This is an optimization exercise on Yosys and OpenROAD, whose aim is small area, not a production implementation. The RTL was checked by simulation tests, not by an equivalence proof against the original design. No activity file was given, so power comes from the tool's default toggle rates.

==> flow/design.v <==
module reg_file_mp #(
    parameter int DATA_W = 32,
    parameter int ADDR_W = 5,
    parameter int NUM_RD = 4
) (
    input  logic                     clk,
    input  logic                     rst,
    output logic                     ready,
    input  logic                     we0,
    input  logic [ADDR_W-1:0]        wa0,
    input  logic [DATA_W-1:0]        wd0,
    input  logic                     we1,
    input  logic [ADDR_W-1:0]        wa1,
    input  logic [DATA_W-1:0]        wd1,
    input  logic [NUM_RD*ADDR_W-1:0] ra,
    output logic [NUM_RD*DATA_W-1:0] rd
);
    localparam int DEPTH = 2 ** ADDR_W;
    typedef enum logic {
        CLEAR,
        RUN
    } state_t;
    state_t            state;
    logic [ADDR_W-1:0] clrCnt;
    logic [DATA_W-1:0] mem [DEPTH];
    logic wr0Ok;
    logic wr1Ok;
    assign wr1Ok = we1 && (wa1 != '0);
    assign wr0Ok = we0 && (wa0 != '0) && !(we1 && (wa1 == wa0));
    always_ff @(posedge clk) begin
        if (rst) begin
            state  <= CLEAR;
            clrCnt <= '0;
            ready  <= 1'b0;
        end else begin
            unique case (state)
                CLEAR: begin
                    mem[clrCnt] <= '0;
                    clrCnt      <= clrCnt + ADDR_W'(1);
                    if (clrCnt == ADDR_W'(DEPTH - 1)) begin
                        state <= RUN;
                        ready <= 1'b1;
                    end
                end
                RUN: begin
                    if (wr0Ok) mem[wa0] <= wd0;
                    if (wr1Ok) mem[wa1] <= wd1;
                end
                default: state <= CLEAR;
            endcase
        end
    end
    for (genvar k = 0; k < NUM_RD; k++) begin : gRd
        logic [ADDR_W-1:0] addr;
        logic [DATA_W-1:0] data;
        assign addr = ra[k*ADDR_W +: ADDR_W];
        always_comb begin
            data = mem[addr];
            if ((addr == '0) || !ready) data = '0;
        end
        assign rd[k*DATA_W +: DATA_W] = data;
    end
endmodule
==> flow/run.sh <==
#!/bin/bash
# synth_recipe.tcl (not shown) runs the flow's synth.tcl, then flattens the netlist and writes it again
# the make line also repeats each setting of config.mk as NAME=value (left out here)
make -C /OpenROAD-flow-scripts/flow DESIGN_CONFIG=/design/flow/config.mk WORK_HOME=/design/flow/orfs CLKGATE_MAP_FILE= SYNTH_SCRIPT=/design/flow/synth_recipe.tcl finish
==> flow/config.mk <==
export PLATFORM = sky130hd
export DESIGN_NAME = reg_file_mp
export DESIGN_NICKNAME = reg_file_mp
export VERILOG_FILES = /design/flow/design.v
export SDC_FILE = /design/flow/constraint.sdc
export NUM_CORES = 4
export LEC_CHECK = 0
export CAP_MARGIN = 20
export CORE_MARGIN = 2
export CORE_UTILIZATION = 45
export PLACE_DENSITY = 0.6
export SLEW_MARGIN = 20
==> flow/constraint.sdc <==
create_clock -name core_clock -period 5.5 [get_ports {clk}]
set_input_delay 1.1000 -clock core_clock [delete_from_list [all_inputs] [get_ports {clk}]]
set_output_delay 1.1000 -clock core_clock [all_outputs]
set_load 0.01 [all_outputs]
==> impl_metrics.xml, run 1 <==
<?xml version="1.0" encoding="UTF-8"?>
<metrics>
  <group name="critical_path">
    <metric name="rr_endpoint" unit="">mem[13][14]</metric>
    <metric name="cell_type_of_the_slowest_stage_on_the_worst_timing_path" unit="">sky130_fd_sc_hd__a41oi_1</metric>
    <metric name="timing.setup.critical_path_class" unit="">in -&gt; out</metric>
    <metric name="worst-path-max-fanout" unit="">16</metric>
    <metric name="critical_path_sink_type" unit="">output pin</metric>
    <metric name="cpPeakStageDelay" unit="ns">0.73</metric>
    <metric name="worst_ep_required_time" unit="ns">4.40</metric>
    <metric name="worstReg2RegStart" unit="">state</metric>
    <metric name="cpMostUsedCell" unit="">sky130_fd_sc_hd__clkdlybuf4s50_1</metric>
    <metric name="rrSetupSlack" unit="ns">2.09</metric>
    <metric name="data_arrival_time_of_the_worst_path" unit="ns">4.08</metric>
    <metric name="worst_path_cell_trace" unit="">clkdlybuf4s50_1 &gt; and2_1 &gt; a22oi_1 &gt; nand4_1 &gt; a41oi_1 &gt; buf_4 &gt; clkdlybuf4s50_1</metric>
    <metric name="ff_to_ff_path_depth" unit="">4</metric>
    <metric name="crit_path_start_kind" unit="">primary input</metric>
  </group>
  <group name="drt">
    <metric name="route.detailed.wl_per_inst" unit="µm">44.43</metric>
    <metric name="overall_via_count_from_detail_route" unit="">54550</metric>
    <metric name="antenna_left" unit="">0</metric>
    <metric name="drcViolationCount" unit="">0</metric>
    <metric name="drt_iter0_markers" unit="">7985</metric>
    <metric name="drt-vias-per-instance" unit="">7.566</metric>
    <metric name="routed_wirelength" unit="µm">320300</metric>
    <metric name="detail_route.first_pass.iterations" unit="">6</metric>
  </group>
  <group name="clock_tree">
    <metric name="postCtsSetupRepairBufs" unit="">0</metric>
    <metric name="clock_edge_transition_at_the_registers_on_the_reported_setup_and_hold_paths" unit="ns">0.06</metric>
    <metric name="cts-resized-gates" unit="">0</metric>
    <metric name="tritoncts" unit="">yes</metric>
    <metric name="tritoncts_num_sinks" unit="">1031</metric>
    <metric name="htreeDepth" unit="">4</metric>
    <metric name="tritoncts.num_buffers" unit="">131</metric>
    <metric name="clk-insertion-delay-late" unit="ns">0.79</metric>
    <metric name="cts.path.max_buffers" unit="">3</metric>
    <metric name="ctsHoldBuffers" unit="">0</metric>
    <metric name="ctsRootBufferMaster" unit="">sky130_fd_sc_hd__clkbuf_16</metric>
  </group>
  <group name="synth">
    <metric name="post_synth_instance_area" unit="µm²">77980</metric>
    <metric name="mean_instance_size_in_the_synthesized_netlist" unit="µm²">16.18</metric>
    <metric name="mapped_cells" unit="">4819</metric>
    <metric name="synth.net_count" unit="">4919</metric>
    <metric name="yosysSeqAreaShare" unit="">0.3961</metric>
    <metric name="synth_async_sr_flop_share" unit="">0</metric>
    <metric name="most_instantiated_flip_flop_cell_in_the_synthesis_netlist" unit="">sky130_fd_sc_hd__edfxtp_1</metric>
    <metric name="yosysUniqueCellTypes" unit="">56</metric>
    <metric name="postSynthRegisterBits" unit="">1031</metric>
    <metric name="synth_warnings" unit="">1</metric>
    <metric name="synth-edff-count" unit="">1024</metric>
  </group>
  <group name="power_and_ir_drop">
    <metric name="p_per_area" unit="nW/µm²">225.7</metric>
    <metric name="total_power" unit="µW">19850</metric>
    <metric name="net_switching_power" unit="µW">4953</metric>
    <metric name="p_comb_frac" unit="">0.109</metric>
    <metric name="power.share.sequential" unit="">0.434</metric>
    <metric name="clock_power_share" unit="">0.457</metric>
    <metric name="internal_power" unit="µW">14890</metric>
    <metric name="ir_worst_vdd" unit="mV">0.3059</metric>
    <metric name="power_switching_share" unit="">0.2496</metric>
    <metric name="power.static_leakage" unit="µW">0.02956</metric>
  </group>
  <group name="cells_and_area">
    <metric name="fraction_of_final_layout_cells_sized_beyond_drive_strength_1" unit="">0.5308</metric>
    <metric name="area_delta_synth_final" unit="%">12.77</metric>
    <metric name="finalNonFillerCells" unit="">7210</metric>
    <metric name="post-route-cell-area" unit="µm²">87930</metric>
    <metric name="fin_nets" unit="">4890</metric>
    <metric name="utilization" unit="">0.5114</metric>
  </group>
  <group name="hold_path">
    <metric name="holdPathEnd" unit="">clrCnt[0]</metric>
    <metric name="hold_path.class" unit="">reg -&gt; reg</metric>
    <metric name="number_of_cells_on_the_worst_hold_path" unit="">2</metric>
    <metric name="hold_path.startpoint" unit="">clrCnt[0]</metric>
  </group>
  <group name="place">
    <metric name="gpl.final_weighted_congestion" unit="">0.9075</metric>
    <metric name="place.detailed.instances" unit="">6958</metric>
    <metric name="place.detailed.hpwl" unit="µm">187800</metric>
    <metric name="dpl-instance-area" unit="µm²">83520</metric>
    <metric name="io_buffers" unit="">226</metric>
  </group>
  <group name="sta">
    <metric name="report.final.hold_viol_count" unit="">0</metric>
    <metric name="fin_crit_sh" unit="">0.9427</metric>
    <metric name="totalNegativeSetupSlack" unit="ns">0</metric>
    <metric name="max_clock_freq" unit="MHz">192.9</metric>
    <metric name="grt_setup_unrepaired" unit="">false</metric>
    <metric name="report.final.slew_viol_count" unit="">0</metric>
    <metric name="finalSetupViolations" unit="">0</metric>
    <metric name="final_period_minus_worst_setup_slack" unit="ns">5.185</metric>
    <metric name="transition_time_at_the_pin_with_the_least_slew_margin" unit="ns">1.179</metric>
    <metric name="maxSlewHeadroom" unit="">0.2116</metric>
    <metric name="clock_skew" unit="ns">0.02192</metric>
  </group>
  <group name="floorplanning">
    <metric name="die_area" unit="µm²">176600</metric>
    <metric name="die_x" unit="µm">420.3</metric>
    <metric name="rows" unit="">152</metric>
    <metric name="initial_core_util" unit="">0.4535</metric>
    <metric name="floorplan.die.height" unit="µm">420.3</metric>
    <metric name="core_area" unit="µm²">171900</metric>
    <metric name="floorplan.io_pins" unit="">227</metric>
  </group>
  <group name="flow_run">
    <metric name="cap_violations" unit="">0</metric>
  </group>
  <group name="grt">
    <metric name="groute.layer.met2.usage" unit="">0.5382</metric>
    <metric name="grt_busiest_layer" unit="">met2</metric>
    <metric name="globalRouteTotalUtil" unit="">0.3620</metric>
    <metric name="number_of_antenna_violations_at_the_first_check_in_global_routing" unit="">21</metric>
    <metric name="largest_net_degree_at_the_start_of_global_routing" unit="">93</metric>
    <metric name="first_global_vias" unit="">52730</metric>
    <metric name="grt_remaining_overflow" unit="">0</metric>
    <metric name="groute.layer.met1.usage" unit="">0.4788</metric>
    <metric name="grt_pass1_wl" unit="µm">440300</metric>
    <metric name="grtUsageMet3" unit="">0.09433</metric>
  </group>
  <group name="outcome">
    <metric name="status" unit="">no timing/DRC/antenna violations</metric>
  </group>
</metrics>
per-stage QoR:
step | setup WS, ns | hold WS [ns]
final | 0.3152 | 0.6323
after global routing | 0.3050 | 0.6597
after CTS | 0.3792 | 0.6232
after detailed placement | 0.3812 | 0.6171
after global placement | 0.1889 | 0.5944
after floorplan | -1.034 | 0.5514
worst max path at each step:
| stage | slack (ns) | end | start | depth (start not counted) |
|---|---|---|---|---|
| 2_1_floorplan | -1.03 | mem[5][0] | wa0[0] | 7 |
| 3_3_place_gp | 0.19 | rd[4] | ra[2] | 7 |
| 3_5_place_dp | 0.38 | rd[4] | ra[2] | 7 |
| 4_1_cts | 0.38 | rd[4] | ra[2] | 7 |
| 5_1_grt | 0.30 | rd[4] | ra[2] | 7 |
| 6_report | 0.32 | rd[4] | ra[2] | 7 |
layout by cell type, fill, tap and decap left out, types with 7 or more instances in the layout:
cell type                         count
sky130_fd_sc_hd__o221ai_1           124
sky130_fd_sc_hd__o22a_1             124
sky130_fd_sc_hd__clkbuf_16          133
sky130_fd_sc_hd__nor2_1              20
sky130_fd_sc_hd__edfxtp_1          1024
sky130_fd_sc_hd__clkinv_1            19
sky130_fd_sc_hd__inv_1               34
sky130_fd_sc_hd__clkinv_2            14
sky130_fd_sc_hd__clkbuf_1            24
sky130_fd_sc_hd__buf_8               15
sky130_fd_sc_hd__nand3b_1            16
sky130_fd_sc_hd__o221ai_4            14
sky130_fd_sc_hd__clkdlybuf4s50_1    198
sky130_fd_sc_hd__o31ai_4             13
sky130_fd_sc_hd__inv_6               10
sky130_fd_sc_hd__mux2_2             992
sky130_fd_sc_hd__buf_2               16
sky130_fd_sc_hd__buf_4              193
sky130_fd_sc_hd__a211oi_4            28
sky130_fd_sc_hd__nand3_1             15
sky130_fd_sc_hd__nand2_4             13
sky130_fd_sc_hd__mux4_2             992
sky130_fd_sc_hd__buf_6               12
sky130_fd_sc_hd__buf_12              68
sky130_fd_sc_hd__nor3_4               7
sky130_fd_sc_hd__bufinv_16           20
sky130_fd_sc_hd__mux2i_1            562
sky130_fd_sc_hd__nand2_1             25
sky130_fd_sc_hd__dfxtp_1              7
sky130_fd_sc_hd__a21oi_1             26
sky130_fd_sc_hd__a22oi_1             20
sky130_fd_sc_hd__diode_2             17
Yosys cell counts, types with 26 or more instances:
| library cell | instances | area, µm² |
|---|---|---|
| sky130_fd_sc_hd__clkbuf_1 | 372 | 1396 |
| sky130_fd_sc_hd__mux2i_1 | 562 | 5625 |
| sky130_fd_sc_hd__o221ai_1 | 138 | 1209 |
| sky130_fd_sc_hd__buf_2 | 149 | 745.7 |
| sky130_fd_sc_hd__o22a_1 | 124 | 1086 |
| sky130_fd_sc_hd__buf_6 | 82 | 923.4 |
| sky130_fd_sc_hd__a21oi_1 | 26 | 130.1 |
| sky130_fd_sc_hd__edfxtp_1 | 1024 | 30750 |
| sky130_fd_sc_hd__mux2_2 | 992 | 11170 |
| sky130_fd_sc_hd__buf_1 | 51 | 191.4 |
| sky130_fd_sc_hd__mux4_2 | 992 | 22340 |
| sky130_fd_sc_hd__nand2_1 | 38 | 142.6 |
| sky130_fd_sc_hd__inv_1 | 34 | 127.6 |
| sky130_fd_sc_hd__a211oi_4 | 27 | 540.5 |
worst max-delay path: cells and delay by family:
family	cells	cell delay [ns]
AOI/OAI and AO/OA	2	1.03
buffers and inverters	3	1.32
and+or+nand+nor	2	0.62
power by group through the flow:
stage | sequential (µW) | clock (µW) | combinational (µW)
global route | 8620 | 9380 | 2220
floorplan | 8770 | 0 | 1450
finish | 8620 | 9060 | 2160
CTS | 8620 | 9110 | 2130
detailed placement | 8780 | 0 | 2130
global placement | 8780 | 0 | 2130
layer usage:
layer,part of all wire,up-vias
li1,-,20550
met1,0.37,28880
met2,0.45,4229
met3,0.12,886
met4,0.068,2
met5,0.000034,-
cell families after synthesis:
kind of cell / count (synthesis) / synth area share
muxes: 2546 / 0.5019
buffers and inverters: 699 / 0.04488
and+or+nand+nor: 167 / 0.01248
adders and majority gates: 2 / 0.0003209
DFF: 1031 / 0.3961
xor gates and xnor gates: 8 / 0.0008985
AOI/OAI and AO/OA: 366 / 0.04336
layout make-up:
cell class	instances	area, µm²
fill	14390	83990
antenna	17	42.54
inverter	34	127.6
multi-input combinational	3089	44380
tap	2310	2890
sequential	1031	30890
clock buffer	157	3418
clock inverter	69	918.4
timing repair buffer	503	5260
sequential cells by signal (all words and copies together), names as in the netlist:
name / flops
clrCnt: 5
mem: 1024
ready: 1
state: 1
==> inputs of run 2 (changes only) <==
==> flow/flow/run.sh (new file) <==
#!/bin/bash
# Standard ORFS layout with two changes: ports buffered with buf_2 instead of the
# default delay-cell buffer; CTS without dummy loads, clkbuf_4/8 in clusters of up to 20.
set -euo pipefail
export BUFFER_PORTS_ARGS="-buffer_cell sky130_fd_sc_hd__buf_2"
export CTS_ARGS="-sink_clustering_enable -repair_clock_nets -dont_use_dummy_load -buf_list {sky130_fd_sc_hd__clkbuf_4 sky130_fd_sc_hd__clkbuf_8} -sink_clustering_size 20 -sink_clustering_max_diameter 40"
bash standard.sh > standard.log 2>&1
==> flow/standard.sh (new file) <==
#!/bin/bash
# synth_recipe.tcl (not shown) runs the flow's synth.tcl, then flattens the netlist and writes it again
# the make line also repeats each setting of config.mk as NAME=value (left out here)
make -C /OpenROAD-flow-scripts/flow DESIGN_CONFIG=/design/flow/config.mk WORK_HOME=/design/flow/orfs CLKGATE_MAP_FILE= SYNTH_SCRIPT=/design/flow/synth_recipe.tcl "${@:-finish}"
--- a/flow/config.mk
+++ b/flow/config.mk
@@ -9,4 +9,5 @@
 export CORE_MARGIN = 2
 export CORE_UTILIZATION = 45
 export PLACE_DENSITY = 0.6
+export SETUP_SLACK_MARGIN = 0.1
 export SLEW_MARGIN = 20
removed: flow/run.sh
==> run 2 against run 1 <==
Compared with the run above:
- fmax increased by 0.79%
- clock-buffer cell count increased by 38
- critical path depth decreased by 4
- synthesized area unchanged
- sequential share of layout area increased by 1.3 points
- combinational power decreased by 4%
- synthesized cell count unchanged
- non-clock buffer count decreased by 30
- first-iteration DRC count decreased by 3.4%
- highest routed layer unchanged
==> impl_metrics.xml, run 2 <==
<?xml version="1.0" encoding="UTF-8"?>
<metrics>
  <group name="drt">
    <metric name="antenna_left" unit="">0</metric>
    <metric name="drcViolationCount" unit="">0</metric>
    <metric name="route.detailed.wl_per_inst" unit="µm">44.20</metric>
    <metric name="drt_iter0_markers" unit="">7712</metric>
    <metric name="overall_via_count_from_detail_route" unit="">54380</metric>
    <metric name="drt-vias-per-instance" unit="">7.602</metric>
    <metric name="detail_route.first_pass.iterations" unit="">6</metric>
    <metric name="routed_wirelength" unit="µm">316100</metric>
  </group>
  <group name="clock_tree">
    <metric name="ctsRootBufferMaster" unit="">sky130_fd_sc_hd__clkbuf_8</metric>
    <metric name="tritoncts_num_sinks" unit="">1031</metric>
    <metric name="clock_edge_transition_at_the_registers_on_the_reported_setup_and_hold_paths" unit="ns">0.06</metric>
    <metric name="tritoncts.num_buffers" unit="">195</metric>
    <metric name="postCtsSetupRepairBufs" unit="">0</metric>
    <metric name="htreeDepth" unit="">4</metric>
    <metric name="tritoncts" unit="">yes</metric>
    <metric name="ctsHoldBuffers" unit="">0</metric>
    <metric name="cts-resized-gates" unit="">0</metric>
    <metric name="cts.path.max_buffers" unit="">3</metric>
    <metric name="clk-insertion-delay-late" unit="ns">0.97</metric>
  </group>
  <group name="place">
    <metric name="place.detailed.hpwl" unit="µm">186900</metric>
    <metric name="io_buffers" unit="">226</metric>
    <metric name="gpl.final_weighted_congestion" unit="">0.9060</metric>
  </group>
  <group name="cells_and_area">
    <metric name="filler_cell_count" unit="">14730</metric>
    <metric name="largest_register_ff_count" unit="">1024</metric>
    <metric name="fin_nets" unit="">4924</metric>
    <metric name="fraction_of_final_layout_cells_sized_beyond_drive_strength_1" unit="">0.5745</metric>
    <metric name="most-common-layout-cells" unit="">sky130_fd_sc_hd__edfxtp_1 (1024), sky130_fd_sc_hd__mux4_2 (992), sky130_fd_sc_hd__mux2_2 (992)</metric>
    <metric name="layout.cells.most_common" unit="">sky130_fd_sc_hd__edfxtp_1</metric>
    <metric name="area_delta_synth_final" unit="%">8.727</metric>
    <metric name="max_flop_register" unit="">mem</metric>
    <metric name="utilization" unit="">0.4931</metric>
    <metric name="biggestRegsByFlops" unit="">mem x1024, clrCnt x5</metric>
  </group>
  <group name="critical_path">
    <metric name="timing.setup.critical_path_class" unit="">reg -&gt; out</metric>
    <metric name="cell_type_of_the_slowest_stage_on_the_worst_timing_path" unit="">sky130_fd_sc_hd__nand3_4</metric>
    <metric name="cpPeakStageDelay" unit="ns">1.02</metric>
    <metric name="path_buf_inv" unit="">1</metric>
    <metric name="crit_path_start_kind" unit="">flip-flop</metric>
    <metric name="critical_path_sink_type" unit="">output pin</metric>
    <metric name="worstReg2RegStart" unit="">state</metric>
    <metric name="ff_to_ff_path_depth" unit="">5</metric>
    <metric name="worst_ep_required_time" unit="ns">4.40</metric>
    <metric name="worstSetupStartpoint" unit="">ready</metric>
    <metric name="data_arrival_time_of_the_worst_path" unit="ns">4.04</metric>
    <metric name="worst-path-max-fanout" unit="">27</metric>
    <metric name="worst_path_cell_trace" unit="">nand3_4 &gt; o221ai_1 &gt; buf_2</metric>
    <metric name="family_with_the_most_delay_on_the_worst_path" unit="">simple AND/OR/NAND/NOR gates</metric>
    <metric name="rrSetupSlack" unit="ns">1.76</metric>
    <metric name="cp.depth" unit="">3</metric>
  </group>
  <group name="synth">
    <metric name="synth_common_cells" unit="">sky130_fd_sc_hd__edfxtp_1 (1024), sky130_fd_sc_hd__mux2_2 (992), sky130_fd_sc_hd__mux4_2 (992)</metric>
    <metric name="post_synth_xor_area_fraction" unit="">0.0008986</metric>
    <metric name="synth_compound_area_frac" unit="">0.04336</metric>
    <metric name="synth.net_count" unit="">4919</metric>
    <metric name="synth-edff-count" unit="">1024</metric>
    <metric name="mean_instance_size_in_the_synthesized_netlist" unit="µm²">16.18</metric>
    <metric name="combinational_family_with_the_most_area_after_synthesis" unit="">multiplexers</metric>
    <metric name="synth-simple-area-share" unit="">0.01248</metric>
    <metric name="post_synth_instance_area" unit="µm²">77980</metric>
    <metric name="synth_async_sr_flop_share" unit="">0</metric>
    <metric name="yosys.area_share.adder" unit="">0.0003209</metric>
    <metric name="mapped_cells" unit="">4819</metric>
    <metric name="synth_top_area_cell" unit="">sky130_fd_sc_hd__edfxtp_1</metric>
    <metric name="synth_top_cells_by_area" unit="">sky130_fd_sc_hd__edfxtp_1 (39%), sky130_fd_sc_hd__mux4_2 (29%), sky130_fd_sc_hd__mux2_2 (14%), sky130_fd_sc_hd__mux2i_1 (7.2%), sky130_fd_sc_hd__clkbuf_1 (1.8%)</metric>
    <metric name="most_common_cell_in_the_netlist" unit="">sky130_fd_sc_hd__edfxtp_1</metric>
    <metric name="yosysSeqAreaShare" unit="">0.3961</metric>
    <metric name="synth.mux.area_fraction" unit="">0.5019</metric>
    <metric name="synth.top_cell.area_share" unit="">0.3943</metric>
    <metric name="most_instantiated_flip_flop_cell_in_the_synthesis_netlist" unit="">sky130_fd_sc_hd__edfxtp_1</metric>
    <metric name="yosysUniqueCellTypes" unit="">56</metric>
    <metric name="synth_warnings" unit="">1</metric>
    <metric name="postSynthRegisterBits" unit="">1031</metric>
  </group>
  <group name="sta">
    <metric name="maxSlewHeadroom" unit="">0.1837</metric>
    <metric name="final.hold.worst_slack" unit="ns">0.4942</metric>
    <metric name="final_period_minus_worst_setup_slack" unit="ns">5.144</metric>
    <metric name="max_clock_freq" unit="MHz">194.4</metric>
    <metric name="fin_crit_sh" unit="">0.9353</metric>
    <metric name="finalSetupViolations" unit="">0</metric>
    <metric name="clock_skew" unit="ns">0.08939</metric>
    <metric name="report.final.hold_viol_count" unit="">0</metric>
    <metric name="transition_time_at_the_pin_with_the_least_slew_margin" unit="ns">1.224</metric>
    <metric name="report.final.slew_viol_count" unit="">0</metric>
    <metric name="totalNegativeSetupSlack" unit="ns">0</metric>
    <metric name="grt_setup_unrepaired" unit="">false</metric>
  </group>
  <group name="outcome">
    <metric name="status" unit="">no timing/DRC/antenna violations</metric>
  </group>
  <group name="power_and_ir_drop">
    <metric name="ir_worst_vdd" unit="mV">0.2665</metric>
    <metric name="power.static_leakage" unit="µW">0.02888</metric>
    <metric name="p_per_area" unit="nW/µm²">199.9</metric>
    <metric name="total_power" unit="µW">16940</metric>
  </group>
  <group name="floorplanning">
    <metric name="floorplan.io_pins" unit="">227</metric>
    <metric name="core_area" unit="µm²">171900</metric>
    <metric name="die_x" unit="µm">420.3</metric>
    <metric name="rows" unit="">152</metric>
    <metric name="die_area" unit="µm²">176600</metric>
    <metric name="initial_core_util" unit="">0.4535</metric>
    <metric name="floorplan.die.height" unit="µm">420.3</metric>
  </group>
  <group name="grt">
    <metric name="number_of_antenna_violations_at_the_first_check_in_global_routing" unit="">21</metric>
    <metric name="largest_net_degree_at_the_start_of_global_routing" unit="">85</metric>
    <metric name="grt_remaining_overflow" unit="">0</metric>
    <metric name="globalRouteTotalUtil" unit="">0.3572</metric>
    <metric name="grt_pass1_wl" unit="µm">435100</metric>
    <metric name="first_global_vias" unit="">53650</metric>
  </group>
  <group name="hold_path">
    <metric name="hold_path.class" unit="">in -&gt; reg</metric>
    <metric name="number_of_cells_on_the_worst_hold_path" unit="">2</metric>
    <metric name="hold_path.startpoint" unit="">rst</metric>
  </group>
  <group name="flow_run">
    <metric name="cap_violations" unit="">0</metric>
  </group>
</metrics>
run 2: cell counts after synthesis:
Identical to the previous run, type by type.
run 2: logic make-up after synthesis:
| logic type | Yosys count |
|---|---|
| xor gates and xnor gates | 8 |
| and+or+nand+nor | 167 |
| DFF | 1031 |
| muxes | 2546 |
| buffers and inverters | 699 |
| adders and majority gates | 2 |
| AOI/OAI and AO/OA | 366 |
run 2: worst paths after layout:
check	endpoint
hold / removal	state
setup / recovery	rd[80]
setup reg to reg	mem[26][23]
hold reg to reg	clrCnt[1]
run 2: cell type report:
type | count | area (µm²) | share of cell area
diodes | 21 | 52.55 | 0.0006198
multi-input cells | 3089 | 44380 | 0.5234
well taps | 2310 | 2890 | 0.03409
flip-flops and latches | 1031 | 30890 | 0.3644
inverters | 34 | 127.6 | 0.001505
repair buffers | 473 | 3761 | 0.04436
clock buffers | 195 | 2684 | 0.03166
run 2: metal layers:
layer  global-route usage  part of all wire  up-vias
met5                    0          0.000041        -
met4               0.2254             0.070        2
met3              0.09452              0.12      928
met2               0.5261              0.45     4183
met1               0.4701              0.37    28780
li1                     -                 -    20490
run 2: worst register-to-register path: cells and delay by family, from the launching register on:
family	cells	cell delay (ns)
AO/OA/AOI/OAI	3	1.85
buffers and inverters	2	0.73
flip-flops	1	0.76
run 2: through the flow:
step                instances  worst slack (ns)  area, µm²
floorplan                4819            -1.034      77980
global placement         6924            0.8231      81890
detailed placement       6925            0.8181      81900
CTS                      7120            0.5379      84590
global route             7149            0.4148      84770
finish                   7153            0.3559      84780
run 2: where the power goes:
| group | internal, µW | switching, µW | leakage [µW] | total, µW |
|---|---|---|---|---|
| sequential | 8580 | 49.0 | 0.00837 | 8630 |
| clock | 3070 | 3170 | 0.00140 | 6240 |
| combinational | 900 | 1180 | 0.0191 | 2080 |
| total | 12500 | 4400 | 0.0289 | 16900 |

## re-timing with driven ports
Ports are ideal in the flow. The routed layouts listed here were re-timed in OpenROAD.
Step 1: set_driving_cell puts a clkbuf_16 on clk and a buf_2 on each other input, an assumption about the parent block.
Step 2 also shifts input and output timing later by t, the mid clock arrival at the registers, as if the neighbouring blocks saw the same clock.
a / b / c = ideal / step 1 / step 2; a / b = the first two.
| run | t, ns | setup WS [ns] | worst setup path after step 2 |
|---|---|---|---|
| run 1 | 0.871 | 0.315 / 0.225 / 0.225 | input to output |
| run 2 | 1.011 | 0.356 / 0.283 / 0.669 | input to output |
After both steps setup and hold are still met in every run listed. The setup slack of run 1, which loses most, moves by -0.090 ns with the drivers and by -0.090 ns with both steps.
